What follows belongs to an exercise in optimizing a design on an open flow for small area, a short achievable clock period and few clock cycles per item; a production flow would make more cautious choices.
Function was checked by simulation only, so behaviour that the tests miss may differ from the original.
Power is estimated from default activity; no workload was simulated.

// process_table_round_robin_scheduler
module process_table_round_robin_scheduler #(
    parameter int TABLE_ENTRIES = prrs_pkg::TABLE_ENTRIES_DEFAULT
) (
    input  logic           clk,
    input  logic           rst_n,
    input  logic           req_valid,
    output logic           req_stall,
    input  prrs_pkg::req_t req,
    output logic           rsp_valid,
    input  logic           rsp_stall,
    output prrs_pkg::rsp_t rsp
);
Size: about 4,300 cells after synthesis, ~29 I/O pins, ~33,000 µm² of cells after synthesis.
==> flow/config.mk <==
export PLATFORM = sky130hd
export DESIGN_NAME = process_table_round_robin_scheduler
export DESIGN_NICKNAME = process_table_round_robin_scheduler
export VERILOG_FILES = /design/flow/design.v
export SDC_FILE = /design/flow/constraint.sdc
export NUM_CORES = 4
export LEC_CHECK = 0
export ABC_AREA = 1
export CAP_MARGIN = 20
export CORE_MARGIN = 2
export CORE_UTILIZATION = 50
export CTS_CLUSTER_DIAMETER = 60
export CTS_CLUSTER_SIZE = 20
export SLEW_MARGIN = 20
export TNS_END_PERCENT = 20
==> flow/constraint.sdc <==
create_clock -name core_clock -period 10.0 [get_ports {clk}]
set_input_delay 2.0000 -clock core_clock [delete_from_list [all_inputs] [get_ports {clk}]]
set_output_delay 2.0000 -clock core_clock [all_outputs]
set_load 0.01 [all_outputs]
standard.sh (not shown) runs the stock make flow with config.mk's settings and CLKGATE_MAP_FILE= SYNTH_SCRIPT=/design/flow/synth_recipe.tcl, a recipe that flattens the netlist after the stock synthesis.
==> flow/flow/run.sh <==
#!/bin/bash
set -euo pipefail
bash standard.sh SETUP_SLACK_MARGIN=6.8 "BUFFER_PORTS_ARGS=-buffer_cell sky130_fd_sc_hd__buf_4" finish > standard_flow.log 2>&1
The starting point produced a clean layout.
Testbench counts at the start, summed over its fixed seeds: cycles 24,016, items 24,000.
Change:
==> flow/run.sh (new file) <==
#!/bin/bash
# synth_recipe.tcl (not shown) runs the flow's synth.tcl, then flattens the netlist and writes it again
# the make line also repeats each setting of config.mk as NAME=value (left out here)
make -C /OpenROAD-flow-scripts/flow DESIGN_CONFIG=/design/flow/config.mk WORK_HOME=/design/flow/orfs CLKGATE_MAP_FILE= SYNTH_SCRIPT=/design/flow/synth_recipe.tcl finish
--- a/flow/config.mk
+++ b/flow/config.mk
@@ -8 +7,0 @@
-export ABC_AREA = 1
@@ -11 +10 @@
-export CORE_UTILIZATION = 50
+export CORE_UTILIZATION = 40
@@ -13,0 +13 @@
+export SETUP_SLACK_MARGIN = 5
removed: flow/flow/run.sh
removed: flow/standard.sh
Via count falls by roughly a tenth.
Utilization falls by 14 points.
Design area falls by a few percent.
Worst setup slack got worse by 1300 ps.
Change:
==> flow/flow/run.sh (new file) <==
#!/bin/bash
set -euo pipefail
bash standard.sh SETUP_SLACK_MARGIN=6.8 "BUFFER_PORTS_ARGS=-buffer_cell sky130_fd_sc_hd__buf_4" finish > standard_flow.log 2>&1
==> flow/standard.sh (new file) <==
#!/bin/bash
# synth_recipe.tcl (not shown) runs the flow's synth.tcl, then flattens the netlist and writes it again
# the make line also repeats each setting of config.mk as NAME=value (left out here)
make -C /OpenROAD-flow-scripts/flow DESIGN_CONFIG=/design/flow/config.mk WORK_HOME=/design/flow/orfs CLKGATE_MAP_FILE= SYNTH_SCRIPT=/design/flow/synth_recipe.tcl "${@:-finish}"
--- a/flow/config.mk
+++ b/flow/config.mk
@@ -7,0 +8 @@
+export ABC_AREA = 1
@@ -13 +13,0 @@
-export SETUP_SLACK_MARGIN = 5
removed: flow/run.sh
The new run ran to the end with no violations.
Core utilization rises by 2.7 points.
Worst setup slack is better by 1400 ps.
Total power rises by about 14%.
Synthesized area rises by 1.5%.
Final area rises by 6.9%.
Fmax rises by 43%.
Change:
==> flow/flow/run.sh (replaced) <==
#!/bin/bash
set -euo pipefail
bash standard.sh SETUP_SLACK_MARGIN=6.2 finish > standard_flow.log 2>&1
--- a/flow/config.mk
+++ b/flow/config.mk
@@ -8 +7,0 @@
-export ABC_AREA = 1
Result:
- The new run completed with no timing, DRC or antenna violations
- global-route usage is higher by 0.32 points
- die area goes down by 1.5%
- sequential share of layout area rose by 2.2 points
- routed wire length went down by 0.59%
- design area came out lower by 4.9%
- clock-buffer cell count drops by 3
- flip-flop and latch count stays the same
- via count shrinks by 8.6%
- final cell count decreases by 20%
Change:
==> flow/flow/run.sh (replaced) <==
#!/bin/bash
set -euo pipefail
bash standard.sh SETUP_SLACK_MARGIN=6.8 "BUFFER_PORTS_ARGS=-buffer_cell sky130_fd_sc_hd__buf_4" finish > standard_flow.log 2>&1
What happened: The changed run completed without violations. Total power increases by a few percent. Sequential power is about the same. Non-clock buffer count increases by 81. Wire length increases by a little under a tenth.
Change:
==> flow/flow/run.sh (replaced) <==
#!/bin/bash
set -euo pipefail
bash standard.sh SETUP_SLACK_MARGIN=6.9 "BUFFER_PORTS_ARGS=-buffer_cell sky130_fd_sc_hd__buf_4" finish > standard_flow.log 2>&1
--- a/flow/config.mk
+++ b/flow/config.mk
@@ -7,0 +8 @@
+export ABC_AREA = 1
Die area goes up by 1.5%.
Hold slack is worse by 8.6 ps.
Routed wire length is lower by 0.78%.
Sequential power goes down by about 3%.
First-iteration DRC count drops by 7.1%.
Power went up by 13%.
Setup slack gets better by 230 ps.

* * *

Starting RTL as in the previous note.
==> flow/config.mk <==
export PLATFORM = sky130hd
export DESIGN_NAME = process_table_round_robin_scheduler
export DESIGN_NICKNAME = process_table_round_robin_scheduler
export VERILOG_FILES = /design/flow/design.v
export SDC_FILE = /design/flow/constraint.sdc
export NUM_CORES = 4
export LEC_CHECK = 0
export ABC_AREA = 1
export CAP_MARGIN = 20
export CORE_MARGIN = 2
export CORE_UTILIZATION = 40
export CTS_CLUSTER_DIAMETER = 60
export CTS_CLUSTER_SIZE = 20
export SLEW_MARGIN = 20
export TNS_END_PERCENT = 35
==> flow/constraint.sdc <==
create_clock -name core_clock -period 10.0 [get_ports {clk}]
set_input_delay 2.0000 -clock core_clock [delete_from_list [all_inputs] [get_ports {clk}]]
set_output_delay 2.0000 -clock core_clock [all_outputs]
set_load 0.01 [all_outputs]
==> flow/flow/run.sh <==
#!/bin/bash
set -euo pipefail
bash standard.sh SETUP_SLACK_MARGIN=6.8 "BUFFER_PORTS_ARGS=-buffer_cell sky130_fd_sc_hd__buf_4" finish > standard_flow.log 2>&1
The first run completed without violations.
Testbench counts at the start, summed over its fixed seeds: cycles 24,016, items 24,000.
==> next run, changes <==
--- a/flow/config.mk
+++ b/flow/config.mk
@@ -10,6 +10,6 @@
 export CORE_MARGIN = 2
 export CORE_UTILIZATION = 40
-export CTS_CLUSTER_DIAMETER = 60
-export CTS_CLUSTER_SIZE = 20
+export CTS_CLUSTER_DIAMETER = 70
+export CTS_CLUSTER_SIZE = 24
 export SLEW_MARGIN = 20
-export TNS_END_PERCENT = 35
+export TNS_END_PERCENT = 20
Clock skew barely changes.
Non-clock buffer count decreases by 69.
Fmax decreases slightly.
Cell area decreases by a few percent.
==> next run, changes <==
==> flow/flow/run.sh (replaced) <==
#!/bin/bash
set -euo pipefail
bash standard.sh SETUP_SLACK_MARGIN=6.5 finish > standard_flow.log 2>&1
--- a/flow/config.mk
+++ b/flow/config.mk
@@ -6,10 +6,9 @@
 export NUM_CORES = 4
 export LEC_CHECK = 0
-export ABC_AREA = 1
 export CAP_MARGIN = 20
 export CORE_MARGIN = 2
 export CORE_UTILIZATION = 40
-export CTS_CLUSTER_DIAMETER = 70
-export CTS_CLUSTER_SIZE = 24
+export CTS_CLUSTER_DIAMETER = 60
+export CTS_CLUSTER_SIZE = 20
 export SLEW_MARGIN = 20
 export TNS_END_PERCENT = 20
What happened: Sequential cell count does not change; count of clock-buffer cells in the layout increases by 10; design area decreases slightly; via count decreases by a little under a tenth; routed wire length grows by a few percent; critical path depth rose by 2; combinational power drops by roughly a tenth; synthesized cell count is lower by about a fifth.

-- what the ideal ports hide --
In the flow no input, the clock included, has a driving cell. The finished layouts below were timed again as built, in two steps.
Step 1 (the two cells are an assumption about what drives the block):
set clk [get_ports {clk}]
set_driving_cell -lib_cell sky130_fd_sc_hd__clkbuf_16 $clk
set_driving_cell -lib_cell sky130_fd_sc_hd__buf_2 [delete_from_list [all_inputs] $clk]
Step 2 also shifts input and output timing later by t, the mid clock arrival at the registers, as if the neighbouring blocks saw the same clock.
Three values: ideal ports, drivers, drivers and shift; two values: the first two.
| run | t, ns | setup WS [ns] | hold WS [ns] | worst register clock-pin slew, ns | pins driven straight from the clock port |
|---|---|---|---|---|---|
| the first run of note 1 | 0.693 | 6.550 / 6.550 / 6.328 | 0.464 / 0.464 / 0.464 | 0.09 / 0.09 | 1 |
| the second run of note 1 | 0.699 | 5.232 / 5.232 / 5.232 | 0.472 / 0.472 / 0.472 | 0.09 / 0.09 | 1 |
| the third run of note 1 | 0.717 | 6.655 / 6.655 / 6.317 | 0.467 / 0.467 / 0.467 | 0.08 / 0.08 | 1 |
| the fourth run of note 1 | 0.689 | 6.131 / 6.131 / 5.723 | 0.500 / 0.500 / 0.500 | 0.09 / 0.09 | 1 |
| the fifth run of note 1 | 0.704 | 6.442 / 6.442 / 6.368 | 0.471 / 0.471 / 0.471 | 0.09 / 0.09 | 1 |
| the sixth run of note 1 | 0.728 | 6.677 / 6.677 / 6.349 | 0.463 / 0.463 / 0.463 | 0.09 / 0.09 | 1 |
| the first run of note 2 | 0.722 | 6.609 / 6.609 / 6.324 | 0.466 / 0.466 / 0.466 | 0.08 / 0.08 | 1 |
| the second run of note 2 | 0.695 | 6.552 / 6.552 / 6.295 | 0.468 / 0.468 / 0.468 | 0.10 / 0.10 | 1 |
| the third run of note 2 | 0.691 | 6.357 / 6.356 / 5.860 | 0.461 / 0.461 / 0.461 | 0.09 / 0.09 | 1 |
After both steps every run listed still meets setup and hold. The setup slack of the third run of note 2, which loses most, moves by -0.001 ns with the drivers and by -0.497 ns with both steps. Setup slack includes reset recovery checks.
